This design comes from an exercise in tuning for small area and a short achievable clock period on the open sky130 flow, not from production work. RTL that was checked went through simulation tests only; none was proved equivalent to the original. Power figures rest on the tool's default switching activity, not on a simulated workload.

// uart_ring_dump_ctrl
module uart_ring_dump_ctrl #(
  parameter int   DATA_W    = 8,
  parameter int   ADDR_W    = 8,
  parameter logic KEY_PRESS = 1'b0
) (
  input  logic              Clk,
  input  logic              Rst,
  input  logic              Rx_done,
  input  logic [DATA_W-1:0] Rx_byte,
  input  logic              Key_flag,
  input  logic              Key_state,
  input  logic              Mode,
  input  logic              Tx_done,
  output logic              Tx_en,
  output logic [DATA_W-1:0] Tx_data,
  output logic              Busy,
  output logic              Empty,
  output logic              Full,
  output logic [ADDR_W:0]   Count,
  output logic              Overflow
);
  logic        r_busy;        
  logic        r_idle;        
  logic        r_s_rd;
  logic        r_s_wait;
  logic        r_s_send;
  logic        r_s_wtx;
  logic [8:0]  r_count;       
  logic        r_empty;
  logic [8:0]  r_count_n;     
  logic        r_empty_n;
  logic [8:0]  w_count;
  logic        r_overflow;
  logic        r_mode;
  logic [8:0]  r_remain;      
  logic        r_last;        
  logic [7:0]  r_rd_ptr;      
  logic [7:0]  r_scan_hi;     
  logic [31:0] r_scan_lo;
  logic [15:0] r_wr_hi_n;     
  logic [15:0] r_wr_lo_n;
  logic [7:0]  r_tx_data;
  logic [7:0]  w_q;
  logic w_full, w_inc, w_drop, w_start, w_go, w_pop, w_fin, w_dec;
  assign w_count = ~r_count_n;
  assign w_full  = w_count[8];
  assign w_inc   = Rx_done && !w_full;
  assign w_drop  = Rx_done && w_full;
  assign w_start = r_idle && Key_flag && (Key_state == KEY_PRESS);
  ...
For scale: about 4,500 cells after synthesis, ~2,200 flip-flops, ~37 I/O pins, ~80,000 um2 of cells after synthesis.
Settings: LEC_CHECK=0, CAP_MARGIN=30, CORE_MARGIN=2, CORE_UTILIZATION=65, CTS_CLUSTER_DIAMETER=50, CTS_CLUSTER_SIZE=26, SETUP_SLACK_MARGIN=4.4, SLEW_MARGIN=30; clock period 7.0 ns.
run.sh (not shown) runs the stock make flow with config.mk's settings and CLKGATE_MAP_FILE= SYNTH_SCRIPT=/design/flow/synth_recipe.tcl, a recipe that flattens the netlist after the stock synthesis.
Edit:
Settings changed: CTS_CLUSTER_DIAMETER 50 to 60, CTS_CLUSTER_SIZE 26 to 20.
Outcome: Die area is unchanged. Routed wire length stays flat. Setup slack improved by 9.4 ps. Global-route usage decreases by 0.10 points. Maximum frequency increases slightly. Final area fell slightly. Via count hardly moves. Synthesized cell count is unchanged.

* * *

uart_ring_dump_ctrl, a different RTL version from the one above (not shown whole).
Size: ~4600 cells after synthesis, about 37 I/O pins, about 81000 um^2 of cells after synthesis.
make LEC_CHECK=0 CAP_MARGIN=25 CORE_MARGIN=2 CORE_UTILIZATION=80 CTS_CLUSTER_DIAMETER=60 CTS_CLUSTER_SIZE=30 SETUP_SLACK_MARGIN=4.3 SLEW_MARGIN=25 finish   # period 7.0 ns
Edit:
--- a/flow/config.mk
+++ b/flow/config.mk
@@ -8,5 +8,5 @@
 export CAP_MARGIN = 25
 export CORE_MARGIN = 2
-export CORE_UTILIZATION = 80
+export CORE_UTILIZATION = 75
 export CTS_CLUSTER_DIAMETER = 60
 export CTS_CLUSTER_SIZE = 30
Outcome:
- The changed run completed with no timing, DRC or antenna violations
- routed wire length came out lower by 1.4%
- core utilization came out lower by 4.8 points
- design area hardly moves
- worst setup slack gets worse by 0.017 ns
- hold slack gets better by 0.042 ns
- count of clock-buffer cells in the layout climbs by 5
- first-iteration DRC count falls by 12%
- global-route usage is lower by 4.1 points
Edit:
--- a/flow/config.mk
+++ b/flow/config.mk
@@ -8,7 +8,7 @@
 export CAP_MARGIN = 25
 export CORE_MARGIN = 2
-export CORE_UTILIZATION = 75
+export CORE_UTILIZATION = 80
 export CTS_CLUSTER_DIAMETER = 60
 export CTS_CLUSTER_SIZE = 30
-export SETUP_SLACK_MARGIN = 4.3
+export SETUP_SLACK_MARGIN = 4.4
 export SLEW_MARGIN = 25
Outcome:
- setup slack improves by 0.019 ns
- worst hold slack gets better by 0.012 ns
- sequential power is about the same
- total power rises by 0.32%
- core utilization goes up by 5.1 points
- synthesized area does not change
- count of clock-buffer cells in the layout went down by 10
- maximum frequency rose by 0.70%
- via count is higher by 2.6%

* * *

Setup of willow:
Another version of the RTL of uart_ring_dump_ctrl (not shown whole).
Size: ~4500 cells after synthesis, ~37 I/O pins.
Settings: LEC_CHECK=0, CAP_MARGIN=25, CORE_MARGIN=2, CORE_UTILIZATION=70, CTS_CLUSTER_DIAMETER=60, CTS_CLUSTER_SIZE=30, SETUP_SLACK_MARGIN=4.35, SLEW_MARGIN=25; clock period 7.0 ns.
willow finished all stages; the layout is clean.
Relative to willow, the following input files were edited for zinc:
Settings: swapping 70 for 75 in CORE_UTILIZATION; swapping 4.35 for 4.3 in SETUP_SLACK_MARGIN.
Findings:
The length of routed met3 wiring of zinc is higher than that of willow.
zinc: number of non-clock buffers 12% below willow
The minimum hold slack of zinc exceeds that of willow by 0.020 ns.
Looking at fraction of power consumed by the clock network across willow and zinc, the one that comes out higher is willow.
Number of non-filler instances in the completed layout of zinc falls short of that of willow by a few percent.

* * *

Another version of the RTL of uart_ring_dump_ctrl (not shown whole).
Size: about 4500 cells after synthesis, about 37 I/O pins.
Settings: LEC_CHECK=0, CAP_MARGIN=25, CORE_MARGIN=2, CORE_UTILIZATION=65, CTS_CLUSTER_DIAMETER=70, CTS_CLUSTER_SIZE=30, SETUP_SLACK_MARGIN=4.3, SLEW_MARGIN=25; clock period 7.0 ns.
==> next run, changes <==
CORE_UTILIZATION = 75   (was 65)
The new run ran to the end with no violations.
Sequential share of layout area came out higher by 1.5 points.
Non-clock buffer count came out lower by 9.
Total power came out lower by 5.6%.
Final area came out lower by about 2%.
Clock-buffer cell count came out lower by 8.
Clock skew came out lower by 0.0070 ns.
Hold slack degrades by 0.018 ns.
Register-to-register slack degrades by 0.07 ns.
Function was not checked in any run of this note: the RTL went through the layout flow alone.

[afterwards: timing with drivers on the ports]
The results above use ideal ports. As a check the final layouts listed here were re-extracted and re-timed, cells and wires unchanged.
Step 1 assumes that a clkbuf_16 drives the clock port and a buf_2 every other input.
Step 2 adds t to the input delays and takes it off the output delays; t is the mean of the earliest and latest rising clock arrival at the registers after step 1. Input paths then give back, and output paths get back, about the clock's delay inside the block.
Three values: ideal ports, drivers, drivers and shift; two values: the first two.
run | t (ns) | setup WS [ns] | worst setup path after step 2 | worst data-port slew with drivers (ns)
the first run of note 1 | 0.899 | 4.124 / 4.042 / 3.449 | input to register | 0.04
the second run of note 1 | 0.889 | 4.133 / 4.045 / 3.457 | input to register | 0.04
the first run of note 2 | 0.867 | 4.257 / 4.203 / 3.509 | input to register | 0.22
the second run of note 2 | 0.859 | 4.240 / 4.203 / 3.606 | input to register | 0.19
the third run of note 2 | 0.861 | 4.259 / 4.178 / 3.916 | input, reset recovery | 0.18
willow | 0.857 | 4.163 / 4.112 / 3.769 | input to register | 0.04
zinc | 0.857 | 4.175 / 4.101 / 3.890 | input to register | 0.03
the first run of note 4 | 0.861 | 4.156 / 4.073 / 3.621 | input to register | 0.03
the second run of note 4 | 0.809 | 4.062 / 3.985 / 3.666 | input to register | 0.04
After both steps every run listed still meets setup and hold. For the first run of note 2, which loses most, drivers alone change the setup slack by -0.054 ns; drivers and shift together by -0.748 ns. Setup slack includes reset recovery checks.
